From an optimization exercise on the open Yosys and OpenROAD flow, aimed at small area, a short achievable clock period and few clock cycles; shortcuts taken in it are not production practice.
At most, simulation tests tie the RTL to the original design; equivalence was not proved.
For run 1, only the layout was checked, not whether the RTL still works.
Power figures rest on the tool's default switching activity, not on a simulated workload.

`flow/design.v`:
```
package aesKeyPkg;
    localparam int wordWidth = 32;
    localparam int keyWidth = 128;
    localparam int addrWidth = 12;
    localparam int numRounds = 10;
    localparam int numWords = 44;
    typedef logic [3:0] roundIdxT;
    typedef logic [5:0] wordIdxT;
    localparam logic [8*numRounds-1:0] rconTable = {
        8'h01,
        8'h02,
        8'h04,
        8'h08,
        8'h10,
        8'h20,
        8'h40,
        8'h80,
        8'h1b,
        8'h36
    };
    typedef logic [keyWidth-1:0] roundKeyT;
    localparam logic [addrWidth-1:0] keyAddr0 = 12'h000;
    localparam logic [addrWidth-1:0] keyAddr1 = 12'h004;
    localparam logic [addrWidth-1:0] keyAddr2 = 12'h008;
    localparam logic [addrWidth-1:0] keyAddr3 = 12'h00c;
    localparam logic [addrWidth-1:0] ctrlAddr = 12'h010;
    localparam logic [addrWidth-1:0] statusAddr = 12'h014;
    localparam logic [addrWidth-1:0] roundKeyBase = 12'h100;
endpackage
`timescale 1ns/1ns
module aesSboxTop (input logic [7:0] in, output logic [21:0] mid);
    logic U0, U1, U2, U3, U4, U5, U6, U7;
    logic T1, T2, T3, T4, T5, T6, T7, T8, T9, T10, T11, T12, T13, T14, T15, T16, T17, T18, T19, T20, T21, T22, T23, T24, T25, T26, T27, M1, M2, M3, M4, M5, M6, M7, M8, M9, M10, M11, M12, M13, M14, M15, M16, M17, M18, M19, M20, M21, M22, M23;
    assign U0 = in[7];
    assign U1 = in[6];
    assign U2 = in[5];
    assign U3 = in[4];
    assign U4 = in[3];
    assign U5 = in[2];
    assign U6 = in[1];
    assign U7 = in[0];
    assign T1 = U0 ^ U3;
    assign T2 = U0 ^ U5;
    assign T3 = U0 ^ U6;
    assign T4 = U3 ^ U5;
    assign T5 = U4 ^ U6;
    assign T6 = T1 ^ T5;
    assign T7 = U1 ^ U2;
    assign T8 = U7 ^ T6;
    assign T9 = U7 ^ T7;
    assign T10 = T6 ^ T7;
    assign T11 = U1 ^ U5;
    assign T12 = U2 ^ U5;
    assign T13 = T3 ^ T4;
    assign T14 = T6 ^ T11;
    assign T15 = T5 ^ T11;
    assign T16 = T5 ^ T12;
    assign T17 = T9 ^ T16;
    assign T18 = U3 ^ U7;
    assign T19 = T7 ^ T18;
    assign T20 = T1 ^ T19;
    assign T21 = U6 ^ U7;
    assign T22 = T7 ^ T21;
    assign T23 = T2 ^ T22;
    assign T24 = T2 ^ T10;
    assign T25 = T20 ^ T17;
    assign T26 = T3 ^ T16;
    assign T27 = T1 ^ T12;
    assign M1 = T13 & T6;
    assign M2 = T23 & T8;
    assign M3 = T14 ^ M1;
    assign M4 = T19 & U7;
    assign M5 = M4 ^ M1;
    assign M6 = T3 & T16;
    assign M7 = T22 & T9;
    assign M8 = T26 ^ M6;
    assign M9 = T20 & T17;
    assign M10 = M9 ^ M6;
    assign M11 = T1 & T15;
    assign M12 = T4 & T27;
    assign M13 = M12 ^ M11;
    assign M14 = T2 & T10;
    assign M15 = M14 ^ M11;
    assign M16 = M3 ^ M2;
    assign M17 = M5 ^ T24;
    assign M18 = M8 ^ M7;
    assign M19 = M10 ^ M15;
    assign M20 = M16 ^ M13;
    assign M21 = M17 ^ M15;
    assign M22 = M18 ^ M13;
    assign M23 = M19 ^ T25;
    assign mid = {M20, M21, M22, M23, T1, T2, T3, T4, T6, T8, T9, T10, T13, T15, T16, T17, T19, T20, T22, T23, T27, U7};
endmodule
module aesSboxBot (input logic [21:0] mid, output logic [7:0] out);
    logic M20, M21, M22, M23, T1, T2, T3, T4, T6, T8, T9, T10, T13, T15, T16, T17, T19, T20, T22, T23, T27, U7;
    logic M24, M25, M26, M27, M28, M29, M30, M31, M32, M33, M34, M35, M36, M37, M38, M39, M40, M41, M42, M43, M44, M45, M46, M47, M48, M49, M50, M51, M52, M53, M54, M55, M56, M57, M58, M59, M60, M61, M62, M63, L0, L1, L2, L3, L4, L5, L6, L7, L8, L9, L10, L11, L12, L13, L14, L15, L16, L17, L18, L19, L20, L21, L22, L23, L24, L25, L26, L27, L28, L29;
    logic S0, S1, S2, S3, S4, S5, S6, S7;
    assign {M20, M21, M22, M23, T1, T2, T3, T4, T6, T8, T9, T10, T13, T15, T16, T17, T19, T20, T22, T23, T27, U7} = mid;
    assign M24 = M22 ^ M23;
    assign M25 = M22 & M20;
    assign M26 = M21 ^ M25;
    assign M27 = M20 ^ M21;
    assign M28 = M23 ^ M25;
    assign M29 = M28 & M27;
    assign M30 = M26 & M24;
    assign M31 = M20 & M23;
    assign M32 = M27 & M31;
    assign M33 = M27 ^ M25;
    assign M34 = M21 & M22;
    assign M35 = M24 & M34;
    assign M36 = M24 ^ M25;
    assign M37 = M21 ^ M29;
    assign M38 = M32 ^ M33;
    assign M39 = M23 ^ M30;
    assign M40 = M35 ^ M36;
    assign M41 = M38 ^ M40;
    assign M42 = M37 ^ M39;
    assign M43 = M37 ^ M38;
    assign M44 = M39 ^ M40;
    assign M45 = M42 ^ M41;
    assign M46 = M44 & T6;
    assign M47 = M40 & T8;
    assign M48 = M39 & U7;
    assign M49 = M43 & T16;
    assign M50 = M38 & T9;
    assign M51 = M37 & T17;
    assign M52 = M42 & T15;
    assign M53 = M45 & T27;
    assign M54 = M41 & T10;
    assign M55 = M44 & T13;
    assign M56 = M40 & T23;
    assign M57 = M39 & T19;
    assign M58 = M43 & T3;
    assign M59 = M38 & T22;
    assign M60 = M37 & T20;
    assign M61 = M42 & T1;
    assign M62 = M45 & T4;
    assign M63 = M41 & T2;
    assign L0 = M61 ^ M62;
    assign L1 = M50 ^ M56;
    assign L2 = M46 ^ M48;
    assign L3 = M47 ^ M55;
    assign L4 = M54 ^ M58;
    assign L5 = M49 ^ M61;
    assign L6 = M62 ^ L5;
    assign L7 = M46 ^ L3;
    assign L8 = M51 ^ M59;
    assign L9 = M52 ^ M53;
    assign L10 = M53 ^ L4;
    assign L11 = M60 ^ L2;
    assign L12 = M48 ^ M51;
    assign L13 = M50 ^ L0;
    assign L14 = M52 ^ M61;
    assign L15 = M55 ^ L1;
    assign L16 = M56 ^ L0;
    assign L17 = M57 ^ L1;
    assign L18 = M58 ^ L8;
    assign L19 = M63 ^ L4;
    assign L20 = L0 ^ L1;
    assign L21 = L1 ^ L7;
    assign L22 = L3 ^ L12;
    assign L23 = L18 ^ L2;
    assign L24 = L15 ^ L9;
    assign L25 = L6 ^ L10;
    assign L26 = L7 ^ L9;
    assign L27 = L8 ^ L10;
    assign L28 = L11 ^ L14;
    assign L29 = L11 ^ L17;
    assign S0 = L6 ^ L24;
    assign S1 = ~(L16 ^ L26);
    assign S2 = ~(L19 ^ L28);
    assign S3 = L6 ^ L21;
    assign S4 = L20 ^ L22;
    assign S5 = L25 ^ L29;
    assign S6 = ~(L13 ^ L27);
    assign S7 = ~(L6 ^ L23);
    assign out[7] = S0;
    assign out[6] = S1;
    assign out[5] = S2;
    assign out[4] = S3;
    assign out[3] = S4;
    assign out[2] = S5;
    assign out[1] = S6;
    assign out[0] = S7;
endmodule
`timescale 1ns/1ns
module roundKeyGen (
    input  logic [31:0] newW0,
    input  logic [31:0] w1,
    input  logic [31:0] w2,
    input  logic [31:0] w3,
    input  logic [31:0] tword,
    input  logic        down,
    output logic [31:0] n1,
    output logic [31:0] n2,
    output logic [31:0] n3
);
    assign n1 = w1 ^ newW0 ^ (down ? tword : 32'h0);
    assign n2 = w2 ^ (down ? w1 : n1);
    assign n3 = w3 ^ (down ? w2 : n2);
endmodule
`timescale 1ns/1ns
`timescale 1ns/1ns
`timescale 1ns/1ns
`timescale 1ns/1ns
module aesKeyExpansionApb (
    input  logic                 clk,
    input  logic                 reset,
    input  logic                 psel,
    input  logic                 penable,
    input  logic                 pwrite,
    input  logic [aesKeyPkg::addrWidth-1:0] paddr,
    input  logic [aesKeyPkg::wordWidth-1:0] pwdata,
    output logic [aesKeyPkg::wordWidth-1:0] prdata,
    output logic                 pready,
    output logic                 pslverr
);
    logic       setup;
    logic       isKey;
    logic       isCtrl;
    logic       isStatus;
    logic       isRk;
    logic       rkPage;
    logic       rkValid;
    logic       rkRead;
    logic       errIn;
    logic [3:0] tgtIn;
    assign setup = psel & ~penable;
    assign isKey = (paddr[11:4] == 8'h00) & (paddr[1:0] == 2'b00);
    assign isCtrl = (paddr == aesKeyPkg::ctrlAddr);
    assign isStatus = (paddr == aesKeyPkg::statusAddr);
    assign isRk = (paddr[11:8] != 4'h0);
    assign rkPage = (paddr[11:8] == 4'h1);
    assign tgtIn = paddr[7:4];
    assign rkValid = rkPage & (tgtIn <= 4'd10);
    assign rkRead = ~pwrite & rkValid;
    assign errIn = ~(isKey | isCtrl | isStatus | isRk) | (~pwrite & isRk & ~rkValid);
    logic [31:0] key0, key1, key2, key3;   
    logic [31:0] w0, w1, w2, w3;           
    logic [31:0] n1, n2, n3;
    logic [3:0]  cur;                      
    logic [3:0]  nbr;                      
    logic        down;                     
    logic        half;                     
    logic [3:0]  tgt;                      
    logic        done;
    logic [2:0]  tcnt;                     
    logic [31:0] tword;
    logic        readyReg;
    logic        errReg;
    logic [3:0]  keyWr;                    
    logic        startPend;                
    logic [31:0] rdata;                    
    logic       tval;
    logic       waiting;
    logic       wantDown;
    logic       stepSetup;
    logic       stepWait;
    logic       flip;
    logic       stepA;
    logic       newDown;
    assign tval = (tcnt == 3'd5);
    assign waiting = ~readyReg;
    assign wantDown = (tgt < cur);
    assign stepSetup = setup & rkRead & (paddr[3:2] == 2'd0) & tval & (tgtIn == nbr);
    assign stepWait = waiting & ~half & tval & (wantDown == down);
    assign flip = waiting & ~half & (wantDown != down);
    assign stepA = stepSetup | stepWait;
    assign newDown = (cur == 4'd10) ? 1'b1 : (cur == 4'd0) ? 1'b0 : down;
    always_ff @(posedge clk) begin
        if (reset) begin
            cur <= 4'd0;
            nbr <= 4'd1;
            down <= 1'b0;
            half <= 1'b0;
            done <= 1'b0;
            readyReg <= 1'b1;
            tcnt <= 3'd0;
            keyWr <= 4'd0;
            startPend <= 1'b0;
        end else begin
            if (startPend) begin
                cur <= 4'd0;
                nbr <= 4'd1;
                down <= 1'b0;
                half <= 1'b0;
                done <= 1'b1;
            end else if (half) begin
                half <= 1'b0;
                down <= newDown;
                nbr <= newDown ? cur - 4'd1 : cur + 4'd1;
            end else if (stepA) begin
                half <= 1'b1;
                cur <= nbr;
            end else if (flip) begin
                down <= ~down;
                nbr <= down ? cur + 4'd1 : cur - 4'd1;
            end
            if (startPend | half | flip) begin
                tcnt <= 3'd0;
            end else if (~tval) begin
                tcnt <= tcnt + 3'd1;
            end
            if (setup) begin
                readyReg <= ~rkRead | (tgtIn == cur) | stepSetup;
            end else if (waiting) begin
                readyReg <= ~half & (cur == tgt);
            end
            keyWr <= '0;
            startPend <= 1'b0;
            if (setup & pwrite & isKey) begin
                keyWr[paddr[3:2]] <= 1'b1;
            end
            if (setup & pwrite & isCtrl & pwdata[0]) begin
                startPend <= 1'b1;
            end
        end
    end
    always_ff @(posedge clk) begin
        if (setup) begin
            tgt <= tgtIn;
            errReg <= errIn;
        end
    end
    always_ff @(posedge clk) begin
        if (keyWr[0]) key0 <= pwdata;
        if (keyWr[1]) key1 <= pwdata;
        if (keyWr[2]) key2 <= pwdata;
        if (keyWr[3]) key3 <= pwdata;
    end
    roundKeyGen keyGen (
        .newW0 (w0),
        .w1    (w1),
        .w2    (w2),
        .w3    (w3),
        .tword (tword),
        .down  (down),
        .n1    (n1),
        .n2    (n2),
        .n3    (n3)
    );
    always_ff @(posedge clk) begin
        if (startPend) begin
            w0 <= key0;
        end else if (stepA) begin
            w0 <= w0 ^ tword;
        end
        if (startPend) begin
            w1 <= key1;
            w2 <= key2;
            w3 <= key3;
        end else if (half) begin
            w1 <= n1;
            w2 <= n2;
            w3 <= n3;
        end
    end
    logic [31:0] xword;
    logic [7:0]  sboxIn;
    logic [21:0] sboxMid;
    logic [21:0] sboxMidReg;
    logic [7:0]  sboxOut;
    logic [3:0]  rconIdx;
    logic [7:0]  rcon;
    assign xword = down ? (w3 ^ w2) : w3;
    always_comb begin
        case (tcnt[1:0])
            2'd0: sboxIn = xword[23:16];
            2'd1: sboxIn = xword[15:8];
            2'd2: sboxIn = xword[7:0];
            default: sboxIn = xword[31:24];
        endcase
    end
    aesSboxTop sboxTop (
        .in  (sboxIn),
        .mid (sboxMid)
    );
    always_ff @(posedge clk) begin
        sboxMidReg <= sboxMid;
    end
    aesSboxBot sboxBot (
        .mid (sboxMidReg),
        .out (sboxOut)
    );
    assign rconIdx = down ? cur : nbr;
    always_comb begin
        case (rconIdx)
            4'd1: rcon = 8'h01;
            4'd2: rcon = 8'h02;
            4'd3: rcon = 8'h04;
            4'd4: rcon = 8'h08;
            4'd5: rcon = 8'h10;
            4'd6: rcon = 8'h20;
            4'd7: rcon = 8'h40;
            4'd8: rcon = 8'h80;
            4'd9: rcon = 8'h1b;
            4'd10: rcon = 8'h36;
            default: rcon = 8'h00;
        endcase
    end
    always_ff @(posedge clk) begin
        case (tcnt)
            3'd1: tword[31:24] <= sboxOut ^ rcon;
            3'd2: tword[23:16] <= sboxOut;
            3'd3: tword[15:8] <= sboxOut;
            3'd4: tword[7:0] <= sboxOut;
            default: ;
        endcase
    end
    logic        same;
    logic [3:0]  wordIs;
    logic [31:0] w0Step;
    logic [31:0] rdataNext;
    assign same = (tgtIn == cur);
    assign wordIs = 4'b0001 << paddr[3:2];
    assign w0Step = w0 ^ tword;
    always_comb begin
        rdataNext = {30'h0, ~paddr[8] & paddr[4] & paddr[2] & done, 1'b0};
        if (paddr[8]) begin
            rdataNext = rdataNext | ({32{wordIs[0] & same}} & w0) |
                        ({32{wordIs[0] & ~same}} & w0Step) |
                        ({32{wordIs[1]}} & w1) | ({32{wordIs[2]}} & w2) |
                        ({32{wordIs[3]}} & w3);
        end else if (~paddr[4]) begin
            rdataNext = rdataNext | ({32{wordIs[0]}} & key0) | ({32{wordIs[1]}} & key1) |
                        ({32{wordIs[2]}} & key2) | ({32{wordIs[3]}} & key3);
        end
    end
    always_ff @(posedge clk) begin
        rdata <= rdataNext;
    end
    assign prdata = rdata;
    assign pready = readyReg;
    assign pslverr = errReg;
endmodule
```
`flow/config.mk`:
```
export PLATFORM = sky130hd
export DESIGN_NAME = aesKeyExpansionApb
export DESIGN_NICKNAME = aesKeyExpansionApb
export VERILOG_FILES = /design/flow/design.v
export SDC_FILE = /design/flow/constraint.sdc
export NUM_CORES = 4
export LEC_CHECK = 0
export CAP_MARGIN = 20
export CORE_MARGIN = 2
export CORE_UTILIZATION = 55
export CTS_BUF_LIST = sky130_fd_sc_hd__clkbuf_8
export CTS_CLUSTER_DIAMETER = 60
export CTS_CLUSTER_SIZE = 16
export PLACE_DENSITY = 0.68
export SETUP_SLACK_MARGIN = 5.0
export SLEW_MARGIN = 20
```
`flow/run.sh`:
```
#!/bin/bash
# synth_recipe.tcl (not shown) runs the flow's synth.tcl, then flattens the netlist and writes it again
# the make line also repeats each setting of config.mk as NAME=value (left out here)
make -C /OpenROAD-flow-scripts/flow DESIGN_CONFIG=/design/flow/config.mk WORK_HOME=/design/flow/orfs CLKGATE_MAP_FILE= SYNTH_SCRIPT=/design/flow/synth_recipe.tcl finish
```
`flow/constraint.sdc`:
```
create_clock -name core_clock -period 8.0 [get_ports {clk}]
set_input_delay 1.6000 -clock core_clock [delete_from_list [all_inputs] [get_ports {clk}]]
set_output_delay 1.6000 -clock core_clock [all_outputs]
set_load 0.01 [all_outputs]
```
==> metrics.md, run 1 <==
| Metric | Value |
|---|---|
| Status | `finished clean` |
| CTS tree | `yes` |
| Core Util, Final | `63.93%` |
| Inserted Clock Buffers | `31` |
| Layout Nets | `1,853` |
| I/O Pins | `83` |
| PwrDens | `312.3 nW/um2` |
| Core box area | `35,480 um2` |
| Min-Delay Path Class | `reg -> reg` |
| Hold Violations, Final | `0` |
| CP endpoint kind | `register` |
| GRT Residual Overflow | `0` |
| Minimum clock period | `3.127 ns` |
| Number of global-route vias before repair | `13,335` |
| Cells after Synth | `1,688` |
| Logic gate share of total power | `46.4%` |
| PortBufs | `82` |
| Internal power | `4.310 mW` |
| Fillcell total | `2,744` |
| Clock power frac | `15.9%` |
| Synth area leaders | `edfxtp_1 (45%), xnor2_1 (11%), dfxtp_1 (7.5%)` |
| Sequential power share | `37.8%` |
| Commonest cells after routing, fill and taps aside | `edfxtp_1 (293), nand2_1 (245), xnor2_1 (232)` |
| P&R area growth vs syn | `14.80%` |
| Final TNS setup | `0 ns` |
| Routed wire length | `52,430 um` |
| Tcrit/Tclk final | `39.09%` |
| Yosys reg bits | `367` |
| First-pass GRT wire length | `78,000 um` |
| GRT Util Overall | `27.22%` |
| DP HPWL | `32,040 um` |
| Area leader, netlist | `edfxtp_1` |
| Overall die width | `193.5 um` |
| Most common cell after layout, fill and taps aside | `edfxtp_1` |
| Max_slew headroom | `30.77%` |
| Fmax | `0.3198 GHz` |
| Row count | `69` |
| Via density | `5.957` |
| Number of routed nets with antenna violations | `0` |
| Avg Inst Size Synth | `11.71 um2` |
| Initial DRC count | `1,179` |
| Final Max Slew Viols | `0` |
| Post-synth ARST share | `0%` |
| Worst Path Required | `8.56 ns` |
| Cell variety after synth | `75` |
| CTS root buf | `clkbuf_8` |
| Number of H-tree levels | `1` |
| Slew @ Worst Pin | `1.036 ns` |
| GP Congestion | `0.8806` |
| Net Switching | `2.775 mW` |
| Chip height | `193.5 um` |
| Total power | `7.085 mW` |
| MaxCap Viol Count | `0` |
| Max Clock Skew | `0.03579 ns` |
| TritonRoute pass-1 iters | `5` |
| Element type at the critical path start | `register` |
| Worst vdd ir | `0.0006793 V` |
| Worst-path clk slew | `0.10 ns` |
| Setup CP Type | `reg -> reg` |
| FF+latch area | `10,300 um2` |
| Switching Fraction | `39.17%` |
| Clock Latency Late Sink | `0.65 ns` |
| Worst Path Max Fanout | `19` |
| Vias | `13,529` |
| Clock sink count | `367` |
| Leakage | `7.745 nW` |
| Synth Warn # | `1` |
| Layout cells sized above 1 | `16.13%` |
| DRC violations left | `0` |
| Main synth FF type | `edfxtp_1` |
| Final Setup Violations | `0` |
| Post-synth top area share | `44.53%` |
| Clock tree buffer depth | `3` |
| Initial Utilization | `55.69%` |
| Synthesized area | `19,760 um2` |
| CTS Hold Bufs | `0` |
| Syn_nets | `1,755` |
| Worst Path Arrival | `3.69 ns` |
| EDFF count, synth | `293` |
| Largest net degree at the start of global routing | `94` |
| Die ar. | `37,460 um2` |
| Area occupied by multi-input gates | `9405 um2` |
| Initial antenna violation count | `2` |
| Number of diodes | `0` |
| Unrepaired setup endpoints after global routing | `true` |
| Register area share after synthesis | `52.02%` |
| Mean routed wirelength per cell | `23.09 um` |
==> cell families after synthesis <==
family	synth area share, %
and+or+nand+nor	10.00
DFF	52.02
xor gates and xnor gates	15.68
AOI/OAI and AO/OA	9.954
buffers and inverters	2.786
muxes	8.415
adders and majority gates	1.140
==> worst max-delay path: stages (launching register included) <==
cell	delay, ns
dfxtp_4	0.40
ha_2	0.28
buf_12	0.20
nand2b_2	0.22
a221oi_2	0.05
o22ai_2	0.27
nand2_4	0.15
xor2_4	0.23
xnor2_4	0.31
xor2_2	0.20
ha_1	0.26
xnor2_1	0.18
xnor2_1	0.16
xnor2_1	0.14
==> cell usage after synthesis, types with 9 or more instances <==
| library cell | n |
|---|---|
| nor3_1 | 10 |
| buf_1 | 13 |
| o21ai_0 | 158 |
| clkbuf_1 | 63 |
| nand3_1 | 14 |
| o22ai_1 | 10 |
| xor2_1 | 96 |
| nor2_1 | 65 |
| nand2_1 | 246 |
| and2_1 | 9 |
| buf_2 | 11 |
| mux4_2 | 64 |
| inv_1 | 25 |
| nor2b_1 | 41 |
| xnor2_1 | 242 |
| a22o_1 | 37 |
| edfxtp_1 | 293 |
| a21oi_1 | 47 |
| mux2i_1 | 14 |
| ha_1 | 18 |
| dfxtp_1 | 74 |
==> final timing paths <==
check                             start             end  slack, ns  cells after the start
worst max-delay path            tcnt[1]  sboxMidReg[18]       4.87                     13
worst min-delay path               done            done       0.47                      2
worst max register to register  tcnt[1]  sboxMidReg[18]       4.87                     13
worst min register to register     done            done       0.47                      2
==> power groups by stage <==
stage	clock, mW	combinational (mW)	sequential, mW
global placement	0	2.69	2.72
finish	1.12	3.28	2.68
CTS	1.15	3.03	2.67
detailed placement	0	2.74	2.71
floorplan	0	1.72	2.64
global route	1.21	3.40	2.70
==> registers in the layout (all words and copies together) (netlist names) <==
signal,cells
done,1
cur,4
readyReg,1
half,1
w2,32
rdata,32
key3,32
tcnt,3
startPend,1
errReg,1
down,1
key2,32
keyWr,4
sboxMidReg,22
w1,32
tgt,4
w3,32
nbr,4
tword,32
w0,32
key1,32
key0,32
==> what timing repair did <==
item	in CTS	in global routing
setup buffers	35	22
gates cloned	2	2
setup endpoints to repair	157	66
gates resized for setup	98	54
hold endpoints to repair	0	0
pin swaps	20	28
==> final cells by class <==
cell class | count | area share [%]
timing repair buffer | 164 | 7.319
inverter | 25 | 0.4247
tap | 461 | 2.543
clock buffer | 32 | 1.942
clock inverter | 25 | 0.8825
sequential | 367 | 45.43
multi-input combinational | 1197 | 41.46
==> routing by layer <==
metal,vias to the layer above,track usage [%],wire (um)
met2,508,43.16,24570
met4,2,10.38,2115
met3,119,4.672,4269
met1,6690,37.76,21470
met5,-,0,13
li1,6210,-,-
==> stage by stage <==
stage               cells  hold WS, ns  setup WS (ns)  area [um2]
finish               2271       0.4736          4.873       22680
global route         2271       0.5106          4.777       22680
CTS                  2246       0.4766          4.840       22210
detailed placement   2152       0.4611          3.781       20920
global placement     2152       0.4487          3.814       20920
floorplan            1688       0.4348          4.629       19850
==> run 2, diff against run 1 <==
--- a/flow/design.v
+++ b/flow/design.v
@@ -242,7 +242,6 @@
     logic [3:0]  nbr;                      
     logic        down;                     
     logic        half;                     
-    logic [3:0]  tgt;                      
     logic        done;
     logic [2:0]  tcnt;                     
     logic [31:0] tword;
@@ -259,14 +258,14 @@
     logic       flip;
     logic       stepA;
     logic       newDown;
-    assign tval = (tcnt == 3'd5);
+    assign tval = (tcnt == 3'd6);
     assign waiting = ~readyReg;
-    assign wantDown = (tgt < cur);
-    assign stepSetup = setup & rkRead & (paddr[3:2] == 2'd0) & tval & (tgtIn == nbr);
+    assign wantDown = (tgtIn < cur);
+    assign stepSetup = setup & ~pwrite & rkPage & (paddr[3:2] == 2'd0) & (tgtIn == nbr) & tval;
     assign stepWait = waiting & ~half & tval & (wantDown == down);
     assign flip = waiting & ~half & (wantDown != down);
     assign stepA = stepSetup | stepWait;
-    assign newDown = (cur == 4'd10) ? 1'b1 : (cur == 4'd0) ? 1'b0 : down;
+    assign newDown = (nbr == 4'd10) ? 1'b1 : (nbr == 4'd0) ? 1'b0 : down;
     always_ff @(posedge clk) begin
         if (reset) begin
             cur <= 4'd0;
@@ -287,11 +286,11 @@
                 done <= 1'b1;
             end else if (half) begin
                 half <= 1'b0;
+                cur <= nbr;
                 down <= newDown;
-                nbr <= newDown ? cur - 4'd1 : cur + 4'd1;
+                nbr <= newDown ? nbr - 4'd1 : nbr + 4'd1;
             end else if (stepA) begin
                 half <= 1'b1;
-                cur <= nbr;
             end else if (flip) begin
                 down <= ~down;
                 nbr <= down ? cur + 4'd1 : cur - 4'd1;
@@ -304,7 +303,7 @@
             if (setup) begin
                 readyReg <= ~rkRead | (tgtIn == cur) | stepSetup;
             end else if (waiting) begin
-                readyReg <= ~half & (cur == tgt);
+                readyReg <= ~half & (cur == tgtIn);
             end
             keyWr <= '0;
             startPend <= 1'b0;
@@ -318,7 +317,6 @@
     end
     always_ff @(posedge clk) begin
         if (setup) begin
-            tgt <= tgtIn;
             errReg <= errIn;
         end
     end
@@ -357,6 +355,7 @@
     end
     logic [31:0] xword;
     logic [7:0]  sboxIn;
+    logic [7:0]  sboxInReg;
     logic [21:0] sboxMid;
     logic [21:0] sboxMidReg;
     logic [7:0]  sboxOut;
@@ -371,8 +370,11 @@
             default: sboxIn = xword[31:24];
         endcase
     end
+    always_ff @(posedge clk) begin
+        sboxInReg <= sboxIn;
+    end
     aesSboxTop sboxTop (
-        .in  (sboxIn),
+        .in  (sboxInReg),
         .mid (sboxMid)
     );
     always_ff @(posedge clk) begin
@@ -400,10 +402,10 @@
     end
     always_ff @(posedge clk) begin
         case (tcnt)
-            3'd1: tword[31:24] <= sboxOut ^ rcon;
-            3'd2: tword[23:16] <= sboxOut;
-            3'd3: tword[15:8] <= sboxOut;
-            3'd4: tword[7:0] <= sboxOut;
+            3'd2: tword[31:24] <= sboxOut ^ rcon;
+            3'd3: tword[23:16] <= sboxOut;
+            3'd4: tword[15:8] <= sboxOut;
+            3'd5: tword[7:0] <= sboxOut;
             default: ;
         endcase
     end
==> flow/flow/run.sh (new file) <==
#!/bin/bash
set -euo pipefail
MARGIN=$(cat flow/margin.txt)
bash standard.sh SETUP_SLACK_MARGIN=$MARGIN finish > flow_make.log 2>&1
==> flow/flow/margin.txt (new file) <==
5.4
==> flow/standard.sh (new file) <==
#!/bin/bash
# synth_recipe.tcl (not shown) runs the flow's synth.tcl, then flattens the netlist and writes it again
# the make line also repeats each setting of config.mk as NAME=value (left out here)
make -C /OpenROAD-flow-scripts/flow DESIGN_CONFIG=/design/flow/config.mk WORK_HOME=/design/flow/orfs CLKGATE_MAP_FILE= SYNTH_SCRIPT=/design/flow/synth_recipe.tcl "${@:-finish}"
--- a/flow/config.mk
+++ b/flow/config.mk
@@ -7,10 +7,8 @@
 export LEC_CHECK = 0
 export CAP_MARGIN = 20
 export CORE_MARGIN = 2
-export CORE_UTILIZATION = 55
+export CORE_UTILIZATION = 40
 export CTS_BUF_LIST = sky130_fd_sc_hd__clkbuf_8
 export CTS_CLUSTER_DIAMETER = 60
 export CTS_CLUSTER_SIZE = 16
-export PLACE_DENSITY = 0.68
-export SETUP_SLACK_MARGIN = 5.0
 export SLEW_MARGIN = 20
removed: flow/run.sh
==> metrics.md, run 2 <==
| Metric | Value |
|---|---|
| Post-synth ARST share | `0% (unchanged)` |
| Vias | `13,800 (was 13,529)` |
| Slew @ Worst Pin | `0.7943 ns (was 1.036 ns)` |
| Final Non-Filler Cells | `2,495 (was 2,271)` |
| R2R cell count | `8 (was 13)` |
| CTS tree | `yes (unchanged)` |
| Avg Inst Size Synth | `11.52 um2 (was 11.71 um2)` |
| Worst r2r src | `sboxMidReg[21] (was tcnt[1])` |
| Tcrit/Tclk final | `35.35% (was 39.09%)` |
| Clock Latency Late Sink | `0.67 ns (was 0.65 ns)` |
| Worst Path Arrival | `3.38 ns (was 3.69 ns)` |
| Number of H-tree levels | `1 (unchanged)` |
| Final TNS setup | `0 ns (unchanged)` |
| Worst Path Max Fanout | `5 (was 19)` |
| GRT Residual Overflow | `0 (unchanged)` |
| PwrDens | `334.8 nW/um2 (was 312.3 nW/um2)` |
| Setup CP Type | `in -> reg (was reg -> reg)` |
| Worst-path clk slew | `0.10 ns (about the same)` |
| Minimum clock period | `2.828 ns (was 3.127 ns)` |
| Overall die width | `227.2 um (was 193.5 um)` |
| Post-synth top area share | `43.54% (was 44.53%)` |
| Inserted Clock Buffers | `31 (unchanged)` |
| Commonest cells after routing, fill and taps aside | `edfxtp_1 (289), xnor2_1 (226), nand2_1 (215) (was edfxtp_1 (293), nand2_1 (245), xnor2_1 (232))` |
| Routed wire length | `55,950 um (was 52,430 um)` |
| Max stage delay on crit path | `0.30 ns (was 0.40 ns)` |
| I/O Pins | `83 (unchanged)` |
| Initial Utilization | `40.64% (was 55.69%)` |
| CP endpoint kind | `register (unchanged)` |
| Die ar. | `51,630 um2 (was 37,460 um2)` |
| Area leader, netlist | `edfxtp_1 (unchanged)` |
| Clock tree buffer depth | `3 (unchanged)` |
| Synthesized area | `19,930 um2 (was 19,760 um2)` |
| MaxCap Viol Count | `0 (unchanged)` |
| PortBufs | `82 (unchanged)` |
| Crit path launch | `paddr[6] (was tcnt[1])` |
| Count leader, synth | `edfxtp_1 (unchanged)` |
| Placed cells | `2,389 (was 2,152)` |
| Initial antenna violation count | `2 (unchanged)` |
| Row count | `81 (was 69)` |
| R2r endpoint | `tword[2] (was sboxMidReg[18])` |
| CTS root buf | `clkbuf_8 (unchanged)` |
| Cells after Synth | `1,731 (was 1,688)` |
| Layout cells sized above 1 | `20.22% (was 16.13%)` |
| Final Max Slew Viols | `0 (unchanged)` |
| Status | `finished clean (unchanged)` |
| DRC violations left | `0 (unchanged)` |
| TritonRoute pass-1 iters | `7 (was 5)` |
| Final Setup Violations | `0 (unchanged)` |
| CP max-delay cell | `a211oi_2 (was dfxtp_4)` |
| Worst vdd ir | `0.0005577 V (was 0.0006793 V)` |
| Mean routed wirelength per cell | `22.43 um (was 23.09 um)` |
| Max Clock Skew | `0.02489 ns (was 0.03579 ns)` |
| Hold Violations, Final | `0 (unchanged)` |
| Reg-to-reg slack, setup | `5.38 ns (was 4.87 ns)` |
| Register area share after synthesis | `51.77% (was 52.02%)` |
| Via density | `5.531 (was 5.957)` |
| Number of routed nets with antenna violations | `0 (unchanged)` |
| Largest net degree at the start of global routing | `113 (was 94)` |
| Layout Nets | `1,876 (was 1,853)` |
| Core box area | `49,050 um2 (was 35,480 um2)` |
| Synth area leaders | `edfxtp_1 (44%), xnor2_1 (11%), dfxtp_1 (8.2%) (was edfxtp_1 (45%), xnor2_1 (11%), dfxtp_1 (7.5%))` |
| Total power | `7.922 mW (was 7.085 mW)` |
| Number of global-route vias before repair | `13,672 (was 13,335)` |
| Worst Path Required | `8.55 ns (was 8.56 ns)` |
| Clock sink count | `371 (was 367)` |
| Main synth FF type | `edfxtp_1 (unchanged)` |
| EDFF count, synth | `289 (was 293)` |
| Min-Delay Path Class | `reg -> reg (unchanged)` |
| Most common cell after layout, fill and taps aside | `edfxtp_1 (unchanged)` |
| Critical path endpoint | `nbr[2] (was sboxMidReg[18])` |
| Leakage | `7.905 nW (was 7.745 nW)` |
| DP HPWL | `33,650 um (was 32,040 um)` |
| CTS Hold Bufs | `0 (unchanged)` |
| Most frequent cells after synthesis | `edfxtp_1 (289), nand2_1 (247), xnor2_1 (242) (was edfxtp_1 (293), nand2_1 (246), xnor2_1 (242))` |
| Max_slew headroom | `47.04% (was 30.77%)` |
| Cell variety after synth | `74 (was 75)` |
| Initial DRC count | `1,322 (was 1,179)` |
| Synth Warn # | `1 (unchanged)` |
| Element type at the critical path start | `input port (was register)` |
| P&R area growth vs syn | `18.71% (was 14.80%)` |
| Fmax | `0.3536 GHz (was 0.3198 GHz)` |
| Unrepaired setup endpoints after global routing | `true (unchanged)` |
| Critical-path cell list | `buf_8 -> ha_4 -> a21o_1 -> a211oi_2 -> xnor2_2 -> nor3_4 -> buf_6 -> mux2_4 -> a21oi_2 -> nor2_1 (was ha_2 -> buf_12 -> nand2b_2 -> a221oi_2 -> o22ai_2 -> nand2_4 -> xor2_4 -> xnor2_4 -> xor2_2 -> ha_1 -> xnor2_1 -> xnor2_1 -> xnor2_1)` |
| Yosys reg bits | `371 (was 367)` |
| Syn_nets | `1,800 (was 1,755)` |
| First-pass GRT wire length | `84,440 um (was 78,000 um)` |
| Chip height | `227.2 um (was 193.5 um)` |
| GRT Util Overall | `21.73% (was 27.22%)` |
| GP Congestion | `0.8377 (was 0.8806)` |
[run 2: area by class of cell]
type / count / area [um2]
antenna: 1 / 2.502
clock inverter: 24 / 259.0
sequential: 371 / 10400
clock buffer: 32 / 440.4
multi-input combinational: 1217 / 9691
inverter: 34 / 146.4
timing repair buffer: 152 / 1898
tap: 664 / 830.8
fill: 4336 / 25390
[run 2: power breakdown]
| part | switching (mW) | internal [mW] | total, mW |
|---|---|---|---|
| combinational | 2.02 | 1.98 | 4.00 |
| sequential | 0.224 | 2.48 | 2.70 |
| clock | 0.674 | 0.544 | 1.22 |
[run 2: worst min-delay path by stage]
stage | startpoint | to | slack (ns) | cells past startpoint
floorplan | sboxInReg[0] | sboxMidReg[0] | 0.33 | 0
global placement | done | done | 0.46 | 2
detailed placement | done | done | 0.47 | 2
CTS | done | done | 0.48 | 2
global route | done | done | 0.51 | 2
finish | done | done | 0.50 | 2
[run 2: repair_timing]
item,CTS,global route
hold endpoints to repair,0,0
gates cloned,10,2
resized for setup,351,52
endpoints found under the setup margin,204,251
buffers inserted,30,7
pin swaps,31,23
[run 2: kinds of logic after synthesis]
family                   count (synthesis)  synth area share [%]
buffers and inverters                  144                 3.019
XOR/XNOR                               332                 15.01
multiplexers                            89                 8.537
flip-flops                             371                 51.77
AND/OR/NAND/NOR                        441                 9.842
AO/OA/AOI/OAI                          333                 10.43
adder cells (fa/ha/maj)                 21                 1.381
[run 2: worst max-delay path, delay by kind of cell]
kind	cells	cell delay, ns
AO/OA/AOI/OAI	3	0.59
XOR/XNOR	1	0.17
adder cells (fa/ha/maj)	1	0.21
buffers and inverters	2	0.25
multiplexers	1	0.30
AND/OR/NAND/NOR	2	0.25
[run 2: per-stage QoR]
stage,area [um2],hold WS (ns),utilization (%),worst slack [ns]
finish,23660,0.4992,48.24,5.172
global route,23660,0.5106,48.24,5.127
floorplan,20140,0.3290,-,4.627
CTS,23300,0.4844,47.49,5.160
detailed placement,21440,0.4674,43.70,3.506
global placement,21440,0.4603,43.70,3.573
[run 2: layer usage]
layer	up-vias	global-route usage (%)	routed length, um	share of wire [%]
li1	6344	-	-	-
met5	-	0	0	0
met2	451	35.57	26870	48
met1	6922	30.41	24350	44
met4	0	6.009	1442	2.6
met3	83	2.839	3293	5.9
Testbench counts of run 2, summed over its fixed seeds: cycles 18,048.
==> run 3, diff against run 2 <==
==> flow/run.sh (new file) <==
#!/bin/bash
# synth_recipe.tcl (not shown) runs the flow's synth.tcl, then flattens the netlist and writes it again
# the make line also repeats each setting of config.mk as NAME=value (left out here)
make -C /OpenROAD-flow-scripts/flow DESIGN_CONFIG=/design/flow/config.mk WORK_HOME=/design/flow/orfs CLKGATE_MAP_FILE= SYNTH_SCRIPT=/design/flow/synth_recipe.tcl finish
--- a/flow/config.mk
+++ b/flow/config.mk
@@ -5,10 +5,12 @@
 export SDC_FILE = /design/flow/constraint.sdc
 export NUM_CORES = 4
 export LEC_CHECK = 0
+export ABC_AREA = 1
 export CAP_MARGIN = 20
 export CORE_MARGIN = 2
 export CORE_UTILIZATION = 40
 export CTS_BUF_LIST = sky130_fd_sc_hd__clkbuf_8
 export CTS_CLUSTER_DIAMETER = 60
 export CTS_CLUSTER_SIZE = 16
+export SETUP_SLACK_MARGIN = 5.0
 export SLEW_MARGIN = 20
removed: flow/flow/run.sh
removed: flow/flow/margin.txt
removed: flow/standard.sh
==> metrics.md, run 3 <==
| Metric | Value |
|---|---|
| Layout Nets | `2,267 (was 1,876)` |
| Core Util, Final | `46.08% (was 48.24%)` |
| Minimum clock period | `2.947 ns (was 2.828 ns)` |
| Inserted Clock Buffers | `34 (was 31)` |
| Largest net degree at the start of global routing | `80 (was 113)` |
| Worst-path clk slew | `0.09 ns (was 0.10 ns)` |
| I/O Pins | `83 (unchanged)` |
| Worst Hold Launch | `sboxInReg[0] (was done)` |
| Core box area | `47,850 um2 (was 49,050 um2)` |
| Setup CP Type | `in -> reg (unchanged)` |
| Area leader, netlist | `edfxtp_1 (unchanged)` |
| Hold Violations, Final | `0 (unchanged)` |
| Leakage | `8.698 nW (was 7.905 nW)` |
| Post-route cell area | `22,050 um2 (was 23,660 um2)` |
| Clock tree buffer depth | `3 (unchanged)` |
| Number of H-tree levels | `2 (was 1)` |
| R2r endpoint | `tword[27] (was tword[2])` |
| Clock Latency Late Sink | `0.63 ns (was 0.67 ns)` |
| Top Layer Used | `met5 (was met4)` |
| EDFF count, synth | `289 (unchanged)` |
| DP HPWL | `38,650 um (was 33,650 um)` |
| GRT Residual Overflow | `0 (unchanged)` |
| Slew @ Worst Pin | `0.8860 ns (was 0.7943 ns)` |
| P&R area growth vs syn | `13.62% (was 18.71%)` |
| Final TNS setup | `0 ns (unchanged)` |
| WL met3 | `5807 um (was 3293 um)` |
| Worst Path Required | `8.53 ns (was 8.55 ns)` |
| Placed cell area | `20,830 um2 (was 21,440 um2)` |
| Final Non-Filler Cells | `2,840 (was 2,495)` |
| GP Congestion | `0.8831 (was 0.8377)` |
| Die ar. | `50,290 um2 (was 51,630 um2)` |
| Main synth FF type | `edfxtp_1 (unchanged)` |
| Placed cells | `2,757 (was 2,389)` |
| Vias | `16,201 (was 13,800)` |
| Metal2 WL | `29,100 um (was 26,870 um)` |
| Most frequent cells after synthesis | `nand2_1 (441), edfxtp_1 (289), o21ai_0 (215) (was edfxtp_1 (289), nand2_1 (247), xnor2_1 (242))` |
| Post-synth ARST share | `0% (unchanged)` |
| Hold depth | `0 (was 2)` |
| R2R cell count | `13 (was 8)` |
| PwrDens | `283.4 nW/um2 (was 334.8 nW/um2)` |
| First-pass GRT wire length | `94,810 um (was 84,440 um)` |
| Clock sink count | `371 (unchanged)` |
| Initial DRC count | `1,861 (was 1,322)` |
| Min-Delay Path Class | `reg -> reg (unchanged)` |
| CTS root buf | `clkbuf_8 (unchanged)` |
| Worst r2r src | `down (was sboxMidReg[21])` |
| Number of routed nets with antenna violations | `0 (unchanged)` |
| Worst Path Arrival | `3.48 ns (was 3.38 ns)` |
| Hold Slack | `0.4620 ns (was 0.4992 ns)` |
| Syn_nets | `2,208 (was 1,800)` |
| Row count | `80 (was 81)` |
| Status | `finished clean (unchanged)` |
| Layout cells sized above 1 | `7.741% (was 20.22%)` |
| Synthesized area | `19,400 um2 (was 19,930 um2)` |
| Post-place setup slack | `2.715 ns (was 3.506 ns)` |
| Register area share after synthesis | `53.18% (was 51.77%)` |
| Worst Path Max Fanout | `4 (was 5)` |
| Initial Utilization | `40.56% (was 40.64%)` |
| Endpoint, Worst Hold | `sboxMidReg[0] (was done)` |
| CTS tree | `yes (unchanged)` |
| Avg Inst Size Synth | `9.072 um2 (was 11.52 um2)` |
| Overall die width | `224.3 um (was 227.2 um)` |
| Synth area leaders | `edfxtp_1 (45%), nand2_1 (8.5%), dfxtp_1 (8.5%) (was edfxtp_1 (44%), xnor2_1 (11%), dfxtp_1 (8.2%))` |
| Reg-to-reg slack, setup | `5.12 ns (was 5.38 ns)` |
| Number of global-route vias before repair | `15,250 (was 13,672)` |
| Fin worst setup slack | `5.053 ns (was 5.172 ns)` |
| Final Max Slew Viols | `0 (unchanged)` |
| PortBufs | `82 (unchanged)` |
| Fillcell total | `4,521 (was 4,336)` |
| Cell variety after synth | `41 (was 74)` |
| FF+latch area | `10,340 um2 (was 10,400 um2)` |
| Commonest cells after routing, fill and taps aside | `nand2_1 (435), edfxtp_1 (289), o21ai_0 (214) (was edfxtp_1 (289), xnor2_1 (226), nand2_1 (215))` |
| Initial antenna violation count | `4 (was 2)` |
| Worst vdd ir | `0.0003227 V (was 0.0005577 V)` |
| TritonRoute pass-1 iters | `6 (was 7)` |
| Max_slew headroom | `40.93% (was 47.04%)` |
| Element type at the critical path start | `input port (unchanged)` |
| CP endpoint kind | `register (unchanged)` |
| Most common cell after layout, fill and taps aside | `nand2_1 (was edfxtp_1)` |
| Max Clock Skew | `0.03239 ns (was 0.02489 ns)` |
| Unrepaired setup endpoints after global routing | `true (unchanged)` |
| Cells after Synth | `2,139 (was 1,731)` |
| Synth Warn # | `1 (unchanged)` |
| DRC violations left | `0 (unchanged)` |
| GRT Util Overall | `25.15% (was 21.73%)` |
| MaxCap Viol Count | `0 (unchanged)` |
| Post-synth top area share | `44.72% (was 43.54%)` |
| Total power | `6.249 mW (was 7.922 mW)` |
| Yosys reg bits | `371 (unchanged)` |
| Final Setup Violations | `0 (unchanged)` |
| Mean routed wirelength per cell | `22.68 um (was 22.43 um)` |
| Area occupied by multi-input gates | `8148 um2 (was 9691 um2)` |
| Fmax | `0.3393 GHz (was 0.3536 GHz)` |
| Tcrit/Tclk final | `36.84% (was 35.35%)` |
| Routed wire length | `64,400 um (was 55,950 um)` |
| Via density | `5.705 (was 5.531)` |
| Chip height | `224.3 um (was 227.2 um)` |
| Count leader, synth | `nand2_1 (was edfxtp_1)` |
| Post-Route M1 WL | `27,010 um (was 24,350 um)` |
run 3: cells by family (layout without fill, tap and decap cells):
group                      after synthesis  count (layout)  share of synthesized area (%)
other                                    0               3                              0
and+or+nand+nor                        886             890                          19.28
buffers and inverters                  296             375                          5.726
adders and majority gates               20              20                          1.367
AOI/OAI and AO/OA                      388             388                          12.12
DFF                                    371             371                          53.18
xor gates and xnor gates               178             178                          8.324
run 3: routing by layer:
| layer | up-vias | GRT usage [%] |
|---|---|---|
| met5 | - | 0 |
| li1 | 7429 | - |
| met1 | 7752 | 34.68 |
| met4 | 2 | 10.68 |
| met2 | 857 | 39.66 |
| met3 | 161 | 3.736 |
run 3: where the power goes:
group          leakage, nW  internal (mW)  switching, mW  total [mW]
sequential            3.29           2.36          0.114        2.47
clock                0.408          0.578          0.715        1.29
combinational         5.00          0.715           1.77        2.48
run 3: repair_timing:
action / CTS / global route
buffers inserted: 4 / 6
gates cloned: 9 / 1
hold buffers: 0 / 0
pin swaps: 6 / 5
gates resized for setup: 79 / 22
endpoints found under the setup margin: 127 / 136
run 3: area by class of cell:
class | count | area share [%]
sequential | 371 | 46.90
multi-input combinational | 1476 | 36.95
timing repair buffer | 115 | 5.465
inverter | 199 | 3.711
tap | 615 | 3.490
clock buffer | 37 | 2.310
clock inverter | 23 | 1.084
timing repair inverter | 1 | 0.05107
antenna | 3 | 0.03405
run 3: worst max path at each step:
stage              from   endpoint  slack [ns]  cells past startpoint
2_1_floorplan  paddr[7]      w0[0]        5.02                     10
3_3_place_gp   paddr[3]   rdata[8]        2.83                      9
3_5_place_dp   paddr[3]  rdata[11]        2.71                      9
4_1_cts        paddr[3]  rdata[24]        4.95                      5
5_1_grt            psel       down        4.92                     10
6_report           psel       down        5.05                     10
run 3: critical path: stages:
cell and delay (ns):
clkdlybuf4s50_1 0.45, inv_1 0.06, nor2_4 0.14, o21ai_0 0.09, nor4_1 0.22, nand4_1 0.24
buf_4 0.21, a21oi_2 0.20, o21ai_0 0.11, a21oi_1 0.15
==> run 4, diff against run 3 <==
--- a/flow/config.mk
+++ b/flow/config.mk
@@ -5,7 +5,6 @@
 export SDC_FILE = /design/flow/constraint.sdc
 export NUM_CORES = 4
 export LEC_CHECK = 0
-export ABC_AREA = 1
 export CAP_MARGIN = 20
 export CORE_MARGIN = 2
 export CORE_UTILIZATION = 40
==> metrics.md, run 4 <==
| Metric | Value |
|---|---|
| Minimum clock period | `2.941 ns (was 2.947 ns)` |
| P&R area growth vs syn | `12.81% (was 13.62%)` |
| Layout cells sized above 1 | `13.07% (was 7.741%)` |
| Post-synthesis adder-cell area fraction | `1.381% (was 1.367%)` |
| Synth Area in Simple Gates | `9.842% (was 19.28%)` |
| Cell variety after synth | `74 (was 41)` |
| Yosys reg bits | `371 (unchanged)` |
| I/O Pins | `83 (unchanged)` |
| Clock power frac | `16.6% (was 20.7%)` |
| Net Switching | `2.738 mW (was 2.597 mW)` |
| MaxCap Viol Count | `0 (unchanged)` |
| Most frequent cells after synthesis | `edfxtp_1 (289), nand2_1 (247), xnor2_1 (242) (was nand2_1 (441), edfxtp_1 (289), o21ai_0 (215))` |
| Worst vdd ir | `0.0004584 V (was 0.0003227 V)` |
| Clock Latency Late Sink | `0.66 ns (was 0.63 ns)` |
| Status | `finished clean (unchanged)` |
| Switching Fraction | `38.21% (was 41.56%)` |
| Post-synth ARST share | `0% (unchanged)` |
| Via density | `5.521 (was 5.705)` |
| Final Max Slew Viols | `0 (unchanged)` |
| FF+latch area | `10,340 um2 (about the same)` |
| PortBufs | `82 (unchanged)` |
| Synth Warn # | `1 (unchanged)` |
| Core box area | `49,050 um2 (was 47,850 um2)` |
| Number of global-route vias before repair | `13,326 (was 15,250)` |
| First-pass GRT wire length | `81,710 um (was 94,810 um)` |
| Hold Slack | `0.4984 ns (was 0.4620 ns)` |
| Hold Violations, Final | `0 (unchanged)` |
| CTS root buf | `clkbuf_8 (unchanged)` |
| Final Setup Violations | `0 (unchanged)` |
| Fmax | `0.3401 GHz (was 0.3393 GHz)` |
| GRT Residual Overflow | `0 (unchanged)` |
| Max Clock Skew | `0.02026 ns (was 0.03239 ns)` |
| Worst Path Required | `8.41 ns (was 8.53 ns)` |
| Tcrit/Tclk final | `36.76% (was 36.84%)` |
| Initial Utilization | `40.64% (was 40.56%)` |
| Mean routed wirelength per cell | `21.83 um (was 22.68 um)` |
| Logic gate share of total power | `46.3% (was 39.7%)` |
| Clock tree buffer depth | `3 (unchanged)` |
| Max_slew headroom | `30.49% (was 40.93%)` |
| Synthesized area | `19,930 um2 (was 19,400 um2)` |
| Leakage | `7.425 nW (was 8.698 nW)` |
| DP HPWL | `33,180 um (was 38,650 um)` |
| DRC violations left | `0 (unchanged)` |
| Area occupied by multi-input gates | `9275 um2 (was 8148 um2)` |
| Initial antenna violation count | `4 (unchanged)` |
| Fillcell total | `4,545 (was 4,521)` |
| Hold depth | `2 (was 0)` |
| Main synth FF type | `edfxtp_1 (unchanged)` |
| Slew @ Worst Pin | `1.043 ns (was 0.8860 ns)` |
| Unrepaired setup endpoints after global routing | `false (was true)` |
| Worst Path Arrival | `3.35 ns (was 3.48 ns)` |
| Register area share after synthesis | `51.77% (was 53.18%)` |
| Final TNS setup | `0 ns (unchanged)` |
| Cells after Synth | `1,731 (was 2,139)` |
| Initial DRC count | `1,211 (was 1,861)` |
| Most common cell after layout, fill and taps aside | `edfxtp_1 (was nand2_1)` |
| Area leader, netlist | `edfxtp_1 (unchanged)` |
| Vias | `13,599 (was 16,201)` |
| Post-synthesis compound-gate area fraction | `10.43% (was 12.12%)` |
| Min-Delay Path Class | `reg -> reg (unchanged)` |
| Routed wire length | `53,770 um (was 64,400 um)` |
| CTS Hold Bufs | `0 (unchanged)` |
| Synth area leaders | `edfxtp_1 (44%), xnor2_1 (11%), dfxtp_1 (8.2%) (was edfxtp_1 (45%), nand2_1 (8.5%), dfxtp_1 (8.5%))` |
| TritonRoute pass-1 iters | `5 (was 6)` |
| Worst-path clk slew | `0.11 ns (was 0.09 ns)` |
| Overall die width | `227.2 um (was 224.3 um)` |
| XOR/XNOR Fraction of Synth Area | `15.01% (was 8.324%)` |
| CTS tree | `yes (unchanged)` |
| GP Congestion | `0.8264 (was 0.8831)` |
| Number of H-tree levels | `1 (was 2)` |
| R2R cell count | `8 (was 13)` |
| Die ar. | `51,630 um2 (was 50,290 um2)` |
| CP endpoint kind | `register (unchanged)` |
| Largest net degree at the start of global routing | `113 (was 80)` |
| Setup CP Type | `reg -> reg (was in -> reg)` |
| Syn_nets | `1,800 (was 2,208)` |
| Row count | `81 (was 80)` |
| Internal power | `4.427 mW (was 3.652 mW)` |
| Mux contribution to synthesized area | `8.537% (was 0%)` |
| Element type at the critical path start | `register (was input port)` |
| Largest family of logic cells by synthesized area | `XOR/XNOR gates (was simple AND/OR/NAND/NOR gates)` |
| Number of routed nets with antenna violations | `0 (unchanged)` |
| Avg Inst Size Synth | `11.52 um2 (was 9.072 um2)` |
| Post-synth top area share | `43.54% (was 44.72%)` |
| Chip height | `227.2 um (was 224.3 um)` |
| Clock sink count | `371 (unchanged)` |
| Layout Nets | `1,845 (was 2,267)` |
| Count leader, synth | `edfxtp_1 (was nand2_1)` |
| PwrDens | `318.6 nW/um2 (was 283.4 nW/um2)` |
| Commonest cells after routing, fill and taps aside | `edfxtp_1 (289), xnor2_1 (239), nand2_1 (219) (was nand2_1 (435), edfxtp_1 (289), o21ai_0 (214))` |
| Inserted Clock Buffers | `31 (was 34)` |
| EDFF count, synth | `289 (unchanged)` |
| Worst Path Max Fanout | `42 (was 4)` |
| Sequential power share | `37.0% (was 39.6%)` |
| GRT Util Overall | `21.08% (was 25.15%)` |
run 4: cell count changes in the layout (fill, tap and decap cells not counted), moves of 21 or more:
cell | previous run | this run
o21ai_0 | 214 | 158
mux4_2 | 0 | 64
a221oi_1 | 77 | 6
or2_2 | 26 | 2
nor2_1 | 177 | 69
xnor2_1 | 83 | 239
inv_1 | 196 | 37
nand3_1 | 201 | 17
o21bai_1 | 25 | 0
nand2_2 | 8 | 29
a22o_1 | 0 | 36
nor2b_1 | 0 | 48
nand2_1 | 435 | 219
run 4: area by class of cell:
cell class	instances	share of cell area, %
Multi-Input combinational cell	1217	41.25
Timing Repair Buffer	121	5.403
Antenna cell	1	0.01113
Clock buffer	33	2.020
Sequential cell	371	45.98
Clock inverter	22	1.007
Inverter	34	0.6343
Tap cell	664	3.695
run 4: cells by family after synthesis:
| kind of cell | count (synthesis) |
|---|---|
| XOR/XNOR | 332 |
| AND/OR/NAND/NOR | 441 |
| flip-flops | 371 |
| buffers and inverters | 144 |
| AO/OA/AOI/OAI | 333 |
| multiplexers | 89 |
| adder cells (fa/ha/maj) | 21 |
run 4: worst paths after layout:
path / start / end / slack [ns]
setup / recovery: sboxMidReg[21] / tword[31] / 5.06
hold / removal: done / done / 0.50
setup reg to reg: sboxMidReg[21] / tword[31] / 5.06
hold reg to reg: done / done / 0.50
run 4: power groups by stage:
stage                     clock (mW)  sequential [mW]  combinational (mW)
final                           1.19             2.65                3.32
after global placement             0             2.69                2.79
after floorplan                    0             2.62                1.76
after global routing            1.29             2.67                3.49
after detailed placement           0             2.69                2.78
after CTS                       1.22             2.65                3.06
run 4: metrics by stage:
stage	setup slack (ns)	std cells	power [mW]	area, um2	utilization, %
2_1_floorplan	4.621	1731	4.375	20140	-
3_3_place_gp	3.574	2390	5.478	21440	43.71
3_5_place_dp	3.536	2390	5.469	21440	43.71
4_1_cts	5.000	2456	6.932	22360	45.59
5_1_grt	5.000	2463	7.454	22490	45.84
6_report	5.059	2463	7.164	22490	45.84
run 4: routing by layer:
layer	vias up	wire [um]	GRT usage, %
met5	-	12	0
met4	2	1834	7.190
met3	98	3622	3.911
met2	472	25200	34.05
met1	6754	23100	28.59
li1	6273	-	-
run 4: critical path, cell delays in order, from the launching register on:
cell	delay, ns
dfxtp_1	0.38
buf_12	0.22
and2b_1	0.20
a221oi_1	0.29
a211oi_1	0.10
a221oi_2	0.33
xnor3_2	0.62
xnor2_4	0.43
xnor2_1	0.12
run 4: what timing repair did:
action                                  4_1_cts  5_1_grt
gates resized for setup                      73       31
setup buffers                                 8        6
gates cloned                                  3        0
pin swaps                                     6        9
endpoints found under the setup margin      125      138
==> run 5, diff against run 4 <==
--- a/flow/design.v
+++ b/flow/design.v
@@ -337,23 +337,22 @@
         .n2    (n2),
         .n3    (n3)
     );
+    logic        ld;
+    logic        st0;
+    logic        hold0;
+    logic        st;
+    logic        hold;
+    assign ld = startPend;
+    assign st0 = ~startPend & stepA;
+    assign hold0 = ~startPend & ~stepA;
+    assign st = ~startPend & half;
+    assign hold = ~startPend & ~half;
     always_ff @(posedge clk) begin
-        if (startPend) begin
-            w0 <= key0;
-        end else if (stepA) begin
-            w0 <= w0 ^ tword;
-        end
-        if (startPend) begin
-            w1 <= key1;
-            w2 <= key2;
-            w3 <= key3;
-        end else if (half) begin
-            w1 <= n1;
-            w2 <= n2;
-            w3 <= n3;
-        end
+        w0 <= ({32{hold0}} & w0) | ({32{ld}} & key0) | ({32{st0}} & w0Step);
+        w1 <= ({32{hold}} & w1) | ({32{ld}} & key1) | ({32{st}} & n1);
+        w2 <= ({32{hold}} & w2) | ({32{ld}} & key2) | ({32{st}} & n2);
+        w3 <= ({32{hold}} & w3) | ({32{ld}} & key3) | ({32{st}} & n3);
     end
-    logic [31:0] xword;
     logic [7:0]  sboxIn;
     logic [7:0]  sboxInReg;
     logic [21:0] sboxMid;
@@ -361,15 +360,17 @@
     logic [7:0]  sboxOut;
     logic [3:0]  rconIdx;
     logic [7:0]  rcon;
-    assign xword = down ? (w3 ^ w2) : w3;
+    logic [7:0]  byte3;
+    logic [7:0]  byte2;
     always_comb begin
         case (tcnt[1:0])
-            2'd0: sboxIn = xword[23:16];
-            2'd1: sboxIn = xword[15:8];
-            2'd2: sboxIn = xword[7:0];
-            default: sboxIn = xword[31:24];
+            2'd0: begin byte3 = w3[23:16]; byte2 = w2[23:16]; end
+            2'd1: begin byte3 = w3[15:8]; byte2 = w2[15:8]; end
+            2'd2: begin byte3 = w3[7:0]; byte2 = w2[7:0]; end
+            default: begin byte3 = w3[31:24]; byte2 = w2[31:24]; end
         endcase
     end
+    assign sboxIn = byte3 ^ (byte2 & {8{down}});
     always_ff @(posedge clk) begin
         sboxInReg <= sboxIn;
     end
==> metrics.md, run 5 <==
| Metric | Value |
|---|---|
| Status | `finished clean (unchanged)` |
| Post-Route M1 WL | `24,040 um (was 23,100 um)` |
| Mean routed wirelength per cell | `21.91 um (was 21.83 um)` |
| GRT Util Overall | `21.04% (was 21.08%)` |
| Row count | `80 (was 81)` |
| CTS root buf | `clkbuf_8 (unchanged)` |
| Routed wire length | `53,810 um (was 53,770 um)` |
| DRC violations left | `0 (unchanged)` |
| Critical-path cell list | `buf_6 -> ha_4 -> a21o_1 -> a211oi_4 -> xnor2_2 -> a21o_4 -> buf_12 -> buf_16 -> nand2_2 -> xor2_1 -> o21ai_1 (was buf_12 -> and2b_1 -> a221oi_1 -> a211oi_1 -> a221oi_2 -> xnor3_2 -> xnor2_4 -> xnor2_1)` |
| Overall die width | `224.8 um (was 227.2 um)` |
| Commonest cells after routing, fill and taps aside | `nand2_1 (293), xnor2_1 (266), dfxtp_1 (200) (was edfxtp_1 (289), xnor2_1 (239), nand2_1 (219))` |
| Fmax | `0.3394 GHz (was 0.3401 GHz)` |
| Die ar. | `50,540 um2 (was 51,630 um2)` |
| Initial antenna violation count | `0 (was 4)` |
| Count leader, synth | `nand2_1 (was edfxtp_1)` |
| Critical path depth | `11 (was 8)` |
| Max Clock Skew | `0.04186 ns (was 0.02026 ns)` |
| Syn_nets | `1,873 (was 1,800)` |
| Number of global-route vias before repair | `13,319 (was 13,326)` |
| Unrepaired setup endpoints after global routing | `true (was false)` |
| Clock Latency Late Sink | `0.62 ns (was 0.66 ns)` |
| Most frequent cells after synthesis | `nand2_1 (350), xnor2_1 (267), dfxtp_1 (210) (was edfxtp_1 (289), nand2_1 (247), xnor2_1 (242))` |
| Initial Utilization | `40.68% (was 40.64%)` |
| R2R cell count | `8 (unchanged)` |
| Layout Nets | `1,885 (was 1,845)` |
| Slew @ Worst Pin | `1.032 ns (was 1.043 ns)` |
| Initial DRC count | `1,037 (was 1,211)` |
| Inserted Clock Buffers | `34 (was 31)` |
| Minimum clock period | `2.947 ns (was 2.941 ns)` |
| Metal2 WL | `24,390 um (was 25,200 um)` |
| Max_slew headroom | `31.21% (was 30.49%)` |
| PwrDens | `155.4 nW/um2 (was 318.6 nW/um2)` |
| Register area share after synthesis | `46.34% (was 51.77%)` |
| Worst Path Arrival | `3.49 ns (was 3.35 ns)` |
| Setup CP Type | `in -> reg (was reg -> reg)` |
| Worst-path clk slew | `0.10 ns (was 0.11 ns)` |
| Number of routed nets with antenna violations | `0 (unchanged)` |
| Top Layer Used | `met4 (was met5)` |
| Avg Inst Size Synth | `10.81 um2 (was 11.52 um2)` |
| Leakage | `7.838 nW (was 7.425 nW)` |
| TritonRoute pass-1 iters | `7 (was 5)` |
| PortBufs | `82 (unchanged)` |
| Final Setup Violations | `0 (unchanged)` |
| MaxCap Viol Count | `0 (unchanged)` |
| Post-synth ARST share | `0% (unchanged)` |
| Vias | `13,471 (was 13,599)` |
| GP Congestion | `0.8498 (was 0.8264)` |
| Main synth FF type | `dfxtp_1 (was edfxtp_1)` |
| I/O Pins | `83 (unchanged)` |
| CP endpoint kind | `register (unchanged)` |
| Yosys reg bits | `371 (unchanged)` |
| Synthesized area | `19,500 um2 (was 19,930 um2)` |
| Largest net degree at the start of global routing | `82 (was 113)` |
| Crit path max-delay family | `compound AO/OA/AOI/OAI gates (was XOR/XNOR gates)` |
| Worst Path Max Fanout | `8 (was 42)` |
| Min-Delay Path Class | `reg -> reg (unchanged)` |
| Worst Path Required | `8.54 ns (was 8.41 ns)` |
| WL met3 | `3652 um (was 3622 um)` |
| Tcrit/Tclk final | `36.83% (was 36.76%)` |
| Number of H-tree levels | `2 (was 1)` |
| CTS tree | `yes (unchanged)` |
| EDFF count, synth | `161 (was 289)` |
| Hold depth | `2 (unchanged)` |
| Chip height | `224.8 um (was 227.2 um)` |
| Final TNS setup | `0 ns (unchanged)` |
| CP Buf/Inv Count | `3 (was 1)` |
| Hold Violations, Final | `0 (unchanged)` |
| Via density | `5.485 (was 5.521)` |
| Final Max Slew Viols | `0 (unchanged)` |
| Layout cells sized above 1 | `19.78% (was 13.07%)` |
| GRT Residual Overflow | `0 (unchanged)` |
| Element type at the critical path start | `input port (was register)` |
| Core box area | `47,950 um2 (was 49,050 um2)` |
| Synth Warn # | `1 (unchanged)` |
| Reg-to-reg slack, setup | `5.06 ns (about the same)` |
| Synth area leaders | `edfxtp_1 (25%), dfxtp_1 (22%), xnor2_1 (12%) (was edfxtp_1 (44%), xnor2_1 (11%), dfxtp_1 (8.2%))` |
| CP max-delay cell | `a21o_4 (was xnor3_2)` |
| Clock sink count | `371 (unchanged)` |
| Cell variety after synth | `66 (was 74)` |
| Total power | `3.436 mW (was 7.164 mW)` |
| Area leader, netlist | `edfxtp_1 (unchanged)` |
| First-pass GRT wire length | `80,390 um (was 81,710 um)` |
| Post-synth top area share | `24.79% (was 43.54%)` |
| Cells after Synth | `1,804 (was 1,731)` |
| Worst vdd ir | `0.00008777 V (was 0.0004584 V)` |
| DP HPWL | `32,760 um (was 33,180 um)` |
| Most common cell after layout, fill and taps aside | `nand2_1 (was edfxtp_1)` |
| P&R area growth vs syn | `13.34% (was 12.81%)` |
| Max stage delay on crit path | `0.26 ns (was 0.62 ns)` |
| Clock tree buffer depth | `3 (unchanged)` |
## run 5: cell count changes in the layout (fill, tap and decap cells not counted), moves of 39 or more
cell      delta
nand2_1     +74
mux2_2      +98
o21ai_0    -136
edfxtp_1   -128
nor2b_1     -39
dfxtp_1    +128
## run 5: per-stage QoR
stage / area, um2 / utilization [%] / cells / worst slack [ns] / hold slack (ns)
after floorplan: 19780 / - / 1804 / 4.649 / 0.4312
after global placement: 20890 / 43.58 / 2379 / 3.601 / 0.4622
after detailed placement: 20900 / 43.59 / 2379 / 3.573 / 0.4667
after CTS: 21920 / 45.73 / 2450 / 4.879 / 0.4816
after global routing: 22110 / 46.10 / 2455 / 4.992 / 0.5067
final: 22110 / 46.11 / 2456 / 5.053 / 0.4835
## run 5: worst paths after layout
path,from,to
setup reg to reg,sboxMidReg[21],tword[30]
hold / removal,done,done
setup / recovery,paddr[6],w0[2]
hold reg to reg,done,done
## run 5: report_power, final
part           switching (mW)  internal (mW)
registers              0.0173           1.99
logic                   0.110         0.0938
clock network           0.702          0.523
## run 5: cell type report
class / count / area [um2]
Inverter: 26 / 102.6
Fill cell: 4361 / 25840
Timing Repair Buffer: 121 / 1329
Multi-Input combinational cell: 1262 / 10140
Antenna cell: 1 / 2.502
Tap cell: 615 / 769.5
Clock inverter: 22 / 186.4
Sequential cell: 371 / 9056
Clock buffer: 38 / 523.0
## run 5: kinds of logic (layout without fill, tap and decap cells)
group / Yosys count / count (layout) / share of synthesized area (%)
xor+xnor: 363 / 363 / 16.70
simple gates: 476 / 476 / 10.19
compound gates: 223 / 223 / 7.935
fa+ha+maj: 20 / 20 / 1.360
mux: 180 / 180 / 14.02
buf+inv: 171 / 207 / 3.451
flops: 371 / 371 / 46.34
other cells: 0 / 1 / 0
## run 5: worst register-to-register path: cells and delay by family (launching register included)
kind	cells	cell delay (ns)
buffers and inverters	1	0.26
AOI/OAI and AO/OA	3	0.72
DFF	1	0.35
xor gates and xnor gates	4	1.35
## run 5: timing repair
action | 4_1_cts | 5_1_grt
endpoints found under the setup margin | 122 | 58
buffers inserted | 6 | 4
gates resized for setup | 95 | 29
pin swaps | 9 | 13
hold buffers | 0 | 0
gates cloned | 5 | 1
## run 5: per-layer routing
metal	up-vias	GRT usage, %
li1	6289	-
met1	6642	29.55
met2	450	32.76
met3	90	3.619
met4	0	7.306
met5	-	0
Testbench counts of run 5, summed over its fixed seeds: cycles 18,048.

## separate check: timing with driven ports
The results above use ideal ports. As a check the final layouts listed here were re-extracted and re-timed, cells and wires unchanged. Step 1 sets driving cells, clkbuf_16 on the clock port and buf_2 on the other inputs (assumed; they add their load-dependent delay and slew). Step 2 adds t to the input delays and takes it off the output delays; t is the mean of the earliest and latest rising clock arrival at the registers after step 1. Input paths then give back, and output paths get back, about the clock's delay inside the block. a / b / c = ideal ports / drivers / drivers and shift; a / b = the first two.
run	t, ns	setup WS [ns]	hold WS [ns]	slew at the worst register clock pin (ns)	pins driven straight from the clock port
run 1	0.686	4.873 / 4.873 / 4.387	0.474 / 0.474 / 0.474	0.11 / 0.11	1
run 2	0.710	5.172 / 5.172 / 4.477	0.499 / 0.499 / 0.499	0.11 / 0.11	1
run 3	0.660	5.053 / 5.006 / 4.409	0.462 / 0.462 / 0.462	0.11 / 0.11	1
run 4	0.695	5.059 / 5.017 / 4.392	0.498 / 0.498 / 0.498	0.11 / 0.11	1
run 5	0.652	5.053 / 5.038 / 4.421	0.484 / 0.484 / 0.484	0.11 / 0.11	1
After both steps setup and hold are still met in every run listed. The setup slack of run 2, which loses most, moves by 0.000 ns with the drivers and by -0.695 ns with both steps.
